Source: an optimization exercise on an open RTL-to-GDS flow (aim: small area and a short achievable clock period). Production flows keep margins and buffers that such runs may drop. The RTL was checked by simulation tests, not by an equivalence proof against the original design. Power figures rest on the tool's default switching activity, not on a simulated workload.

**flow/run.sh**
```bash
#!/bin/bash
set -e
export BUFFER_PORTS_ARGS="-buffer_cell sky130_fd_sc_hd__buf_1"
export SETUP_SLACK_MARGIN=7
bash standard.sh > standard.log 2>&1
```
**standard.sh**
```bash
#!/bin/bash
# synth_recipe.tcl (not shown) runs the flow's synth.tcl, then flattens the netlist and writes it again
# the make line also repeats each setting of config.mk as NAME=value (left out here)
make -C /OpenROAD-flow-scripts/flow DESIGN_CONFIG=/design/flow/config.mk WORK_HOME=/design/flow/orfs CLKGATE_MAP_FILE= SYNTH_SCRIPT=/design/flow/synth_recipe.tcl "${@:-finish}"
```
**config.mk**
```make
export PLATFORM = sky130hd
export DESIGN_NAME = pn_top
export DESIGN_NICKNAME = pn_top
export VERILOG_FILES = /design/flow/design.v
export SDC_FILE = /design/flow/constraint.sdc
export NUM_CORES = 4
export LEC_CHECK = 0
export CAP_MARGIN = 20
export CORE_MARGIN = 2
export CORE_UTILIZATION = 40
export CTS_BUF_LIST = sky130_fd_sc_hd__clkbuf_8
export CTS_CLUSTER_DIAMETER = 50
export CTS_CLUSTER_SIZE = 20
export SLEW_MARGIN = 20
export TNS_END_PERCENT = 20
```
**constraint.sdc**
```tcl
create_clock -name core_clock -period 11.0 [get_ports {clk}]
set_input_delay 2.2000 -clock core_clock [delete_from_list [all_inputs] [get_ports {clk}]]
set_output_delay 2.2000 -clock core_clock [all_outputs]
set_load 0.01 [all_outputs]
```
**design.v**
```verilog
package pn_pkg;
    localparam int TOK_DEPTH = 12;               
    localparam logic [1:0] MODE_PREFIX  = 2'd2;
    localparam logic [1:0] MODE_POSTFIX = 2'd3;
    localparam logic [2:0] OP_ADD     = 3'd0;
    localparam logic [2:0] OP_SUB     = 3'd1;
    localparam logic [2:0] OP_MUL     = 3'd2;
    localparam logic [2:0] OP_ABS_SUM = 3'd3;
endpackage
`timescale 1ns/10ps
module pn_token_buffer (
    input  logic       clk,
    input  logic       in_valid,
    input  logic       operator,
    input  logic [2:0] in,
    output logic [2:0] val,          
    output logic       is_op,        
    output logic       op_sub,       
    output logic       op_mul,       
    output logic       op_abs,       
    output logic       op_sum        
);
    logic [3:0] ent [pn_pkg::TOK_DEPTH];
    logic [3:0] nxt;                 
    assign nxt = in_valid ? {operator, in} : ent[1];
    always_ff @(posedge clk) begin
        for (int i = 0; i < pn_pkg::TOK_DEPTH; i++) begin
            if (in_valid)
                ent[i] <= (i == 0) ? {operator, in} : ent[(i == 0) ? 0 : i - 1];
            else
                ent[i] <= (i == pn_pkg::TOK_DEPTH - 1) ? ent[i] : ent[(i == pn_pkg::TOK_DEPTH - 1) ? i : i + 1];
        end
        op_sub <= nxt[3] && nxt[2:0] == pn_pkg::OP_SUB;
        op_mul <= nxt[3] && nxt[2:0] == pn_pkg::OP_MUL;
        op_abs <= nxt[3] && nxt[2:0] == pn_pkg::OP_ABS_SUM;
        op_sum <= nxt[3] && !nxt[2] && nxt[1:0] != 2'd2;
    end
    assign val   = ent[0][2:0];
    assign is_op = ent[0][3];
endmodule
`timescale 1ns/10ps
module pn_stack_eval (
    input  logic        clk,
    input  logic        rst_n,
    input  logic        start,       
    input  logic        ev,          
    input  logic        first,       
    input  logic        fin,         
    input  logic [2:0]  val,         
    input  logic        is_op,
    input  logic        op_sub,
    input  logic        op_mul,
    input  logic        op_abs,
    input  logic        op_sum,
    input  logic        prefix,      
    output logic [17:0] result       
);
    logic [2:0]  depth;              
    logic        topx;               
    logic [17:0] x;
    logic [9:0]  y;
    logic [9:0]  ysel;               
    logic [9:0]  ynew;
    logic [1:0]  xk;                 
    logic [1:0]  yk;                 
    logic [15:0] ram0;               
    logic [9:0]  ram1;               
    logic [6:0]  ram2;               
    logic [2:0]  ram3;               
    logic [1:0]  k0;                 
    logic [1:0]  k1;                 
    logic        k2;                 
    logic        sel_x;              
    logic        sel_y;
    logic        sel_r;
    logic [17:0] ys;
    logic        neg;
    logic [17:0] sum;
    logic [17:0] prd;
    logic [17:0] mag;
    logic [17:0] xnew;
    logic        x_mul, x_sum, x_blw, x_ys, x_hold;
    logic        y_mul, y_sum, y_blw, y_hold;
    logic [2:0]  ksum;
    logic [1:0]  rk;                 
    logic        rbig;               
    logic [17:0] below;              
    logic [1:0]  bk;
    logic [17:0] nos;                
    logic [1:0]  nk;
    logic        push;
    logic        pop;
    logic [2:0]  base;               
    logic [2:0]  nd;
    logic        ntopx;
    assign ys = {{8{y[9]}}, y};
    function automatic logic [9:0] booth_sel(input logic [9:0] b);
        logic [10:0] bb;
        bb = {b, 1'b0};
        for (int i = 0; i < 5; i++) begin
            booth_sel[i]     = bb[2*i+1] ^ bb[2*i];
            booth_sel[5 + i] = (bb[2*i+2] & !bb[2*i+1] & !bb[2*i]) | (!bb[2*i+2] & bb[2*i+1] & bb[2*i]);
        end
    endfunction
    function automatic logic [17:0] booth_mul(input logic [17:0] a, input logic [9:0] b,
                                              input logic [9:0] sel);
        logic [17:0] acc;
        logic [17:0] row;
        logic [18:0] a2;
        logic        ng;
        logic        ng_prev;
        a2      = {a, 1'b0};
        acc     = '0;
        ng_prev = 1'b0;
        for (int i = 0; i < 5; i++) begin
            ng  = b[2*i+1];
            row = '0;
            for (int j = 0; j < 18; j++)
                row[j] = ((sel[i] & a[j]) | (sel[5 + i] & a2[j])) ^ ng;
            row = row << (2*i);
            if (i > 0)
                row[2*i-2] = ng_prev;
            acc     = acc + row;
            ng_prev = ng;
        end
        booth_mul = acc + {9'd0, ng_prev, 8'd0};
    endfunction
    always_comb begin
        sum = x + {{8{y[9] ^ op_sub}}, y ^ {10{op_sub}}} + {17'd0, op_sub};
        neg = op_sub ? (topx ^ prefix) : (op_abs && sum[17]);
        mag = neg ? -sum : sum;
        prd = booth_mul(x, y, ysel);
        ksum = {1'b0, xk} + {1'b0, yk} + 3'd1;
        rk   = ksum[2] ? 2'd3 : ksum[1:0];
        rbig = ksum >= 3'd3;
        case (depth)
            3'd3:    begin below = {{2{ram0[15]}}, ram0}; bk = k0; end
            3'd4:    begin below = {{8{ram1[9]}}, ram1};  bk = k1; end
            3'd5:    begin below = {{11{ram2[6]}}, ram2}; bk = {1'b0, k2}; end
            default: begin below = {15'd0, ram3};         bk = 2'd0; end
        endcase
        nos = topx ? ys : x;
        nk  = topx ? yk : xk;
        base  = first ? 3'd0 : depth;
        push  = ev && base != 3'd7 && !is_op;
        pop   = ev && base != 3'd7 && is_op && base >= 3'd2;
        nd    = base;
        ntopx = topx;
        if (start) begin
            nd = '0;
        end else if (push) begin
            nd    = base + 1'b1;
            ntopx = 1'b0;
        end else if (pop) begin
            nd    = base - 1'b1;
            ntopx = rbig;
        end
    end
    always_comb begin
        x_mul  = pop && rbig && op_mul;
        x_sum  = pop && rbig && op_sum;
        x_blw  = pop && !rbig;
        x_ys   = push && !topx;
        x_hold = !pop && !x_ys;
        y_mul  = pop && !rbig && op_mul;
        y_sum  = pop && !rbig && op_sum;
        y_blw  = pop && rbig;
        y_hold = !pop && !push;
        xnew = ({18{x_mul}} & prd) | ({18{x_sum}} & mag) | ({18{x_blw}} & below) |
               ({18{x_ys}} & ys) | ({18{x_hold}} & x);
        ynew = ({10{y_mul}} & prd[9:0]) | ({10{y_sum}} & mag[9:0]) | ({10{y_blw}} & below[9:0]) |
               ({10{push}} & {7'd0, val}) | ({10{y_hold}} & y);
    end
    always_ff @(posedge clk) begin
        depth <= nd;
        topx  <= ntopx;
        x     <= xnew;
        y     <= ynew;
        ysel  <= booth_sel(ynew);
        if (push) begin
            xk <= topx ? xk : yk;
            yk <= 2'd0;
            case (base)
                3'd2: begin ram0 <= nos[15:0]; k0 <= nk; end
                3'd3: begin ram1 <= nos[9:0];  k1 <= nk; end
                3'd4: begin ram2 <= nos[6:0];  k2 <= nk != 2'd0; end
                3'd5:       ram3 <= nos[2:0];
                default: ;
            endcase
        end else if (pop) begin
            xk <= rbig ? rk : bk;
            yk <= rbig ? bk : rk;
        end
    end
    always_ff @(posedge clk or negedge rst_n) begin
        if (!rst_n) begin
            sel_x <= 1'b0;
            sel_y <= 1'b0;
            sel_r <= 1'b0;
        end else begin
            sel_x <= fin && ((nd == 3'd1 && ntopx) || (nd == 3'd2 && !ntopx));
            sel_y <= fin && ((nd == 3'd1 && !ntopx) || (nd == 3'd2 && ntopx));
            sel_r <= fin && nd >= 3'd3;
        end
    end
    assign result = ({18{sel_x}} & x) | ({18{sel_y}} & ys) | ({18{sel_r}} & {{2{ram0[15]}}, ram0});
endmodule
`timescale 1ns/10ps
module pn_top (
    input  logic        clk,
    input  logic        rst_n,
    input  logic        in_valid,
    input  logic [1:0]  mode,
    input  logic        operator,
    input  logic [2:0]  in,
    output logic        out_valid,
    output logic [31:0] out
);
    logic        recv;           
    logic [3:0]  cnt;
    logic        acc;            
    logic        prefix;
    logic        res_q;          
    logic [2:0]  val;
    logic        is_op;
    logic        op_sub;
    logic        op_mul;
    logic        op_abs;
    logic        op_sum;
    logic [17:0] result;
    logic        start;
    logic        drain;
    logic        ev;
    logic        first;
    logic        fin;
    assign start = in_valid && !recv;
    assign drain = recv ? !in_valid : (cnt != 4'd0);
    assign ev    = acc && (recv || (prefix && cnt != 4'd0));
    assign first = recv && prefix;
    assign fin   = acc && drain && (cnt == 4'd1);
    always_ff @(posedge clk or negedge rst_n) begin
        if (!rst_n) begin
            recv  <= 1'b0;
            cnt   <= '0;
            res_q <= 1'b0;
        end else begin
            res_q <= fin;
            if (start) begin
                recv <= 1'b1;
                cnt  <= 4'd1;
            end else if (recv && in_valid) begin
                cnt  <= cnt + 1'b1;
            end else if (drain) begin
                recv <= 1'b0;
                cnt  <= acc ? cnt - 1'b1 : 4'd0;
            end
        end
    end
    always_ff @(posedge clk) begin
        if (start) begin
            acc    <= mode[1];
            prefix <= !mode[0];
        end
    end
    pn_token_buffer i_token_buffer (
        .clk      (clk),
        .in_valid (in_valid),
        .operator (operator),
        .in       (in),
        .val      (val),
        .is_op    (is_op),
        .op_sub   (op_sub),
        .op_mul   (op_mul),
        .op_abs   (op_abs),
        .op_sum   (op_sum)
    );
    pn_stack_eval i_stack_eval (
        .clk    (clk),
        .rst_n  (rst_n),
        .start  (start),
        .ev     (ev),
        .first  (first),
        .fin    (fin),
        .val    (val),
        .is_op  (is_op),
        .op_sub (op_sub),
        .op_mul (op_mul),
        .op_abs (op_abs),
        .op_sum (op_sum),
        .prefix (prefix),
        .result (result)
    );
    assign out_valid = res_q;
    assign out       = {{14{result[17]}}, result};
endmodule
```
==> summary.txt, run 1 <==
FFs w/ async S/R, synth 6.04%; Starting Density 40.9%; pin count of the biggest net entering global routing 58; setup ws final 6.90 ns; Max Clk Rate 0.244 GHz; Max Cap Viol 0; Ys Warns 4; total number of vias 9228; Crit path required time 11.36 ns; number of synthesized flops with an enable pin 49; TritonCTS Sinks 149; Core Rows 60; Reg area 0.00361 mm^2; I/O Pins 42; Syn Inst Count 1173; total routed wirelength 31800 um; routed wire length per instance 19.9 um; worst hold path class register to register; CP Launch Type register; skew final 0.0192 ns; CTS tree yes; Post-synth top cells 91 x dfxtp_1, 91 x xnor2_1, 90 x nand2_1; Placed Cells 1508; Worst-path clk slew 0.09 ns; R2R depth 16; Diodes inserted 0; FF+latch count, synth 149; P&R area growth vs syn 17.2%; Initial DRC Count 1066; Tcrit/Tclk final 37.3%; Detail Route Antenna Nets 0; Clock Latency Late Sink 0.48 ns; critical-path maximum fanout 7; Place WS 6.09 ns; cell area after synthesis 0.0111 mm^2; Placer Congestion 0.924; min cycle time layout 4.10 ns; leakage power figure 5.15 nW; Final Max Slew Viols 0; Crit Path Class register to register; CP Data Arrival Time 4.46 ns; CTS root buf clkbuf_8; port bufs 41; setup TNS 0 ns; top post-synthesis cells by area dfxtp_1 16%, edfxtp_1 13%, xnor2_1 7.2%; Slew @ Worst Pin 0.977 ns; Slew HR 34.9%; Final setup viols 0; global route overflow 0; final instance count without filler cells 1593; RR Endpoint i_stack_eval.x[17]; RSZ-0062 raised after global routing yes; DP Area 0.0114 mm^2; largest area contributor in the netlist dfxtp_1; r2r setup slk 6.90 ns; initial antenna violation count 0; DRC violations left 0; Reg2Reg Launch Point i_stack_eval.ysel[6]; CP Capture Point i_stack_eval.x[17]; TritonRoute pass-1 iters 8; htree depth 4; syn nets 1279; filler cell count 2496; post-synth cell types 82; final instance area 0.0130 mm^2; die area 0.0291 mm^2; final net count 1314; layout cells sized above 1 23.4%; hold_buf cts 0; CTS Buf Count 17; Die X 170 um; register area share after synthesis 31.7%; Avg Inst Size Synth 9.45 um^2; Hold Fails Final Rpt 0; crit end category register; post-synth top area share 16.4%; GRT Total Usage 21.5%; Die Y 170 um; outcome finished clean; crit path from i_stack_eval.ysel[6]; Via density 5.79; power density over the cells 269 mW/mm^2; maximum vdd ir drop 152 uV; hpwl dp 21800 um; Placeable Area 0.0271 mm^2; global-route wire length before repair 48800 um; vias in the first global route 8836; Multi-input gate area 0.00736 mm^2; CTS Buffer Depth 2; Post-synth top flop dfxtp_1
==> registers in the layout, indices dropped and copies added, names as in the netlist, 2 cells and up <==
register,flops
i_token_buffer.ent,48
i_stack_eval.x,18
i_stack_eval.ram0,16
i_stack_eval.ram1,10
i_stack_eval.ysel,10
i_stack_eval.y,9
i_stack_eval.ram2,7
cnt,4
i_stack_eval.depth,3
i_stack_eval.ram3,3
i_stack_eval.k0,2
i_stack_eval.k1,2
i_stack_eval.xk,2
i_stack_eval.yk,2
==> stage by stage <==
stage / utilization, % / total power, mW / hold WS [ns]
global route: 47.9 / 3.73 / 0.462
floorplan: - / 2.22 / 0.404
CTS: 45.7 / 3.21 / 0.444
global placement: 42.2 / 2.59 / 0.413
detailed placement: 42.2 / 2.61 / 0.421
finish: 47.9 / 3.49 / 0.440
==> layout by cell type (no fill, tap or decap), types with 39 or more instances in the layout <==
master and count:
a21oi_1 39, a22oi_1 50, buf_1 40, buf_4 52
dfxtp_1 63, edfxtp_1 49, ha_1 48, inv_1 84
mux2_2 55, nand2_1 89, nor2_1 43, o21ai_0 46
xnor2_1 80, xor2_1 40
==> kinds of logic (layout without fill, tap and decap cells) <==
kind of cell    Yosys count  count (layout)  synth area share, %
compound gates          295             295                 18.9
simple gates            241             241                 10.6
buf+inv                 179             227                 6.76
flops                   149             149                 31.7
xor+xnor                136             136                 11.1
fa+ha+maj                97              97                 13.4
mux                      76              76                 7.53
==> layer usage <==
layer	global-route usage, %	wire [um]
met5	0	0
met4	6.87	914
met3	3.91	2110
met2	35.4	15100
met1	28.7	13600
==> critical path, cell delays in order, from the launching register on <==
cell       delay (ns)
dfxtp_4          0.41
buf_8            0.17
a22oi_2          0.19
xnor2_2          0.11
fa_2             0.40
fa_1             0.53
fa_1             0.43
ha_2             0.19
or2_4            0.25
nor4_4           0.28
o21ai_2          0.10
a41o_1           0.21
a21o_1           0.20
a31oi_4          0.18
nor2_2           0.05
a2111oi_2        0.20
nand2_1          0.07
==> worst min-delay path by stage <==
stage | from | endpoint | slack, ns | cells past startpoint
finish | i_token_buffer.ent[10][3] | i_token_buffer.ent[11][3] | 0.44 | 0
global route | i_token_buffer.ent[10][3] | i_token_buffer.ent[11][3] | 0.46 | 0
global placement | i_token_buffer.ent[10][1] | i_token_buffer.ent[11][1] | 0.41 | 0
detailed placement | i_token_buffer.ent[10][0] | i_token_buffer.ent[11][0] | 0.42 | 0
floorplan | i_token_buffer.ent[10][0] | i_token_buffer.ent[11][0] | 0.40 | 0
CTS | i_token_buffer.ent[10][3] | i_token_buffer.ent[11][3] | 0.44 | 0
==> repair_timing <==
item,CTS,global route
pin swaps,12,35
endpoints found under the setup margin,65,45
gates resized for setup,75,83
buffers inserted,34,19
==> report_power, final <==
part | total (mW) | switching (mW) | internal [mW]
clock network | 0.480 | 0.244 | 0.236
registers | 0.965 | 0.218 | 0.747
logic | 2.04 | 1.13 | 0.912
total | 3.49 | 1.59 | 1.90
==> cell type report <==
type / count / share of cell area (%)
Tap cell: 372 / 3.58
Clock inverter: 15 / 1.64
Sequential cell: 149 / 27.8
Timing Repair Buffer: 108 / 6.03
Inverter: 87 / 2.52
Multi-Input combinational cell: 845 / 56.6
Clock buffer: 17 / 1.80
==> run 2: changes to the inputs <==
--- a/design.v
+++ b/design.v
@@ -22,6 +22,4 @@
 );
     logic [3:0] ent [pn_pkg::TOK_DEPTH];
-    logic [3:0] nxt;                 
-    assign nxt = in_valid ? {operator, in} : ent[1];
     always_ff @(posedge clk) begin
         for (int i = 0; i < pn_pkg::TOK_DEPTH; i++) begin
@@ -31,11 +29,11 @@
                 ent[i] <= (i == pn_pkg::TOK_DEPTH - 1) ? ent[i] : ent[(i == pn_pkg::TOK_DEPTH - 1) ? i : i + 1];
         end
-        op_sub <= nxt[3] && nxt[2:0] == pn_pkg::OP_SUB;
-        op_mul <= nxt[3] && nxt[2:0] == pn_pkg::OP_MUL;
-        op_abs <= nxt[3] && nxt[2:0] == pn_pkg::OP_ABS_SUM;
-        op_sum <= nxt[3] && !nxt[2] && nxt[1:0] != 2'd2;
-    end
-    assign val   = ent[0][2:0];
-    assign is_op = ent[0][3];
+    end
+    assign val    = ent[0][2:0];
+    assign is_op  = ent[0][3];
+    assign op_sub = is_op && val == pn_pkg::OP_SUB;
+    assign op_mul = is_op && val == pn_pkg::OP_MUL;
+    assign op_abs = is_op && val == pn_pkg::OP_ABS_SUM;
+    assign op_sum = is_op && !val[2] && val[1:0] != 2'd2;
 endmodule
 `timescale 1ns/10ps
@@ -109,8 +107,6 @@
         logic [18:0] a2;
         logic        ng;
-        logic        ng_prev;
-        a2      = {a, 1'b0};
-        acc     = '0;
-        ng_prev = 1'b0;
+        a2  = {a, 1'b0};
+        acc = '0;
         for (int i = 0; i < 5; i++) begin
             ng  = b[2*i+1];
@@ -118,11 +114,7 @@
             for (int j = 0; j < 18; j++)
                 row[j] = ((sel[i] & a[j]) | (sel[5 + i] & a2[j])) ^ ng;
-            row = row << (2*i);
-            if (i > 0)
-                row[2*i-2] = ng_prev;
-            acc     = acc + row;
-            ng_prev = ng;
-        end
-        booth_mul = acc + {9'd0, ng_prev, 8'd0};
+            acc = acc + (row << (2*i)) + ({17'd0, ng} << (2*i));
+        end
+        booth_mul = acc;
     endfunction
     always_comb begin
--- a/config.mk
+++ b/config.mk
@@ -12,4 +12,5 @@
 export CTS_CLUSTER_DIAMETER = 50
 export CTS_CLUSTER_SIZE = 20
+export PLACE_DENSITY = 0.7
 export SLEW_MARGIN = 20
 export TNS_END_PERCENT = 20
==> run 2 against run 1 <==
Still clean. Clock power is 7.1% lower. Synthesized cell count is 1.7% lower. Worst setup slack worse by 0.19 ns. Critical path type unchanged. Largest cell class unchanged. Highest routed layer unchanged.
==> summary.txt, run 2 <==
critical-path maximum fanout 5; Final Max Slew Viols 0; Core Rows 60; Crit Path Class register to register; CTS root buf clkbuf_8; Diodes inserted 0; layout cells sized above 1 22.0%; GRT Total Usage 21.2%; Slew HR 34.9%; Post-synth top cells 104 x xnor2_1, 97 x nand2_1, 89 x inv_1; Hold WS 0.440 ns; DRC violations left 0; leakage power figure 4.93 nW; pin count of the biggest net entering global routing 59; register area share after synthesis 31.5%; Via density 5.97; port bufs 41; Detail Route Antenna Nets 0; setup ws final 6.71 ns; syn nets 1261; top-count cell post-synth xnor2_1; post-synth cell types 82; max reg flops 48; CTS tree yes; Place WS 5.85 ns; final net count 1292; hold_buf cts 0; FFs w/ async S/R, synth 6.21%; global-route wire length before repair 47800 um; outcome finished clean; Starting Density 40.7%; filler cell count 2443; routed wire length per instance 19.7 um; CP Data Arrival Time 4.63 ns; Worst-path clk slew 0.10 ns; setup TNS 0 ns; Placer Congestion 0.891; FF+latch count, synth 145; CTS Buf Count 17; P&R area growth vs syn 15.0%; TritonRoute pass-1 iters 9; number of synthesized flops with an enable pin 49; Biggest register i_token_buffer.ent; post-synth top area share 15.9%; Syn Inst Count 1153; Finished Core Util 46.8%; CTS Buffer Depth 2; global route overflow 0; vias in the first global route 8846; most common library cell in the layout ignoring fill and taps xnor2_1; RSZ-0062 raised after global routing yes; min cycle time layout 4.29 ns; cell area after synthesis 0.0109 mm^2; Placeable Area 0.0269 mm^2; skew final 0.0167 ns; commonest cells after routing, fill and taps aside 101 x xnor2_1, 92 x nand2_1, 89 x inv_1; Max Cap Viol 0; Die Y 169 um; Die X 169 um; worst hold path class register to register; Hold Fails Final Rpt 0; die area 0.0287 mm^2; Placed Cells 1455; total routed wirelength 30300 um; Ys Warns 4; crit end category register; TritonCTS Sinks 145; Avg Inst Size Synth 9.48 um^2; final instance count without filler cells 1538; Largest regs i_token_buffer.ent x48, i_stack_eval.x x18, i_stack_eval.ram0 x16; Clock Latency Late Sink 0.46 ns; top post-synthesis cells by area dfxtp_1 16%, edfxtp_1 13%, xnor2_1 8.3%; Initial DRC Count 946; hpwl dp 20600 um; Tcrit/Tclk final 39.0%; Post-synth top flop dfxtp_1; Max Clk Rate 0.233 GHz; initial antenna violation count 0; I/O Pins 42; largest area contributor in the netlist dfxtp_1; htree depth 4; power density over the cells 278 mW/mm^2; Crit path required time 11.34 ns; CP Launch Type register; Final setup viols 0; Slew @ Worst Pin 0.969 ns; maximum vdd ir drop 137 uV; total number of vias 9177
## run 2: cell types whose count changed in the layout (fill, tap and decap cells not counted), sizes merged, moves of 5 or more
cell | previous run | this run
xnor2 | 93 | 104
nand2 | 90 | 97
buf | 107 | 100
xor2 | 43 | 28
nor3 | 14 | 8
and2 | 12 | 6
nor2 | 50 | 45
a221oi | 3 | 9
o211ai | 15 | 10
o21ai | 55 | 61
## run 2: layout make-up
type / instances / area (um^2) / area share, %
clock buffers: 17 / 234 / 1.86
clock inverters: 15 / 190 / 1.51
inverters: 90 / 338 / 2.69
multi-input cells: 829 / 7180 / 57.1
flip-flops and latches: 145 / 3530 / 28.1
well taps: 341 / 427 / 3.39
repair buffers: 101 / 667 / 5.31
## run 2: cell families (layout without fill, tap and decap cells)
group / Yosys count / after routing / synth area share, %
DFF: 145 / 145 / 31.5
adders and majority gates: 99 / 99 / 13.9
muxes: 78 / 78 / 7.79
AOI/OAI and AO/OA: 294 / 294 / 19.5
buffers and inverters: 179 / 223 / 6.80
xor gates and xnor gates: 132 / 132 / 10.6
and+or+nand+nor: 226 / 226 / 9.96
## run 2: power by group
part / total (mW) / internal, mW / switching (mW)
Sequential: 0.978 / 0.737 / 0.241
Combinational: 2.06 / 0.920 / 1.14
Clock: 0.446 / 0.177 / 0.269
## run 2: path summary, 6_finish.rpt
path / from / to / slack, ns / cells past startpoint
max: i_stack_eval.ysel[1] / i_stack_eval.x[16] / 6.71 / 19
min: i_token_buffer.ent[10][1] / i_token_buffer.ent[11][1] / 0.44 / 0
max reg2reg: i_stack_eval.ysel[1] / i_stack_eval.x[16] / 6.71 / 19
min reg2reg: i_token_buffer.ent[10][1] / i_token_buffer.ent[11][1] / 0.44 / 0
max in group asynchronous: rst_n / i_stack_eval.sel_y / 8.98 / 1
min in group asynchronous: rst_n / cnt[2] / 1.65 / 1
## run 2: critical path: stages, from the launching register on
cell and delay, ns:
dfxtp_2 0.33, buf_6 0.14, a22oi_2 0.18, xnor2_1 0.11, fa_1 0.48, inv_1 0.05
fa_1 0.47, inv_1 0.05, fa_1 0.52, ha_4 0.23, a21oi_4 0.12, o21ai_2 0.08
a21o_1 0.17, a21o_1 0.18, and2_4 0.15, or3_4 0.34, a31oi_4 0.14, xnor2_1 0.09
a221oi_2 0.25, nand3_1 0.09
## run 2: metal layers
metal	global-route usage (%)	up-vias	share of wire [%]	wire, um
met5	0	-	0	0
met4	10.2	0	5.2	1570
met3	3.71	119	8.0	2440
met2	34.2	478	46	14000
met1	27.5	4383	41	12300
li1	-	4197	-	-
## run 2: what timing repair did
action,in CTS,in global routing
setup endpoints to repair,64,59
resized for setup,80,42
pin swaps,16,19
buffers inserted,38,12
endpoints found under the hold margin,0,0
gates cloned,1,0
## run 2: per-stage QoR
step                      power [mW]  instance area (um^2)
final                           3.49                 12600
after global routing            3.73                 12600
after CTS                       3.34                 12300
after detailed placement        2.72                 11300
after global placement          2.67                 11300
after floorplan                 2.32                 11100

port drivers added, routing unchanged:
In the flow no input, the clock included, has a driving cell. The finished layouts below were timed again as built, in two steps.
Step 1, drivers: a clkbuf_16 drives clk and a buf_2 each remaining input, both assumed.
Step 2 adds t to the input delays and takes it off the output delays; t is the mean of the earliest and latest rising clock arrival at the registers after step 1. Input paths then give back, and output paths get back, about the clock's delay inside the block.
a / b / c = no drivers / after step 1 / after step 2; a / b = the first two.
| run | t (ns) | slack for setup (ns) | worst setup path at the end | worst slew at a driven data input, ns | cell pins on the clock port's net |
|---|---|---|---|---|---|
| run 1 | 0.506 | 6.902 / 6.902 / 6.902 | register to register | 0.04 | 1 |
| run 2 | 0.494 | 6.712 / 6.712 / 6.712 | register to register | 0.03 | 1 |
After both steps setup and hold are still met in every run listed.
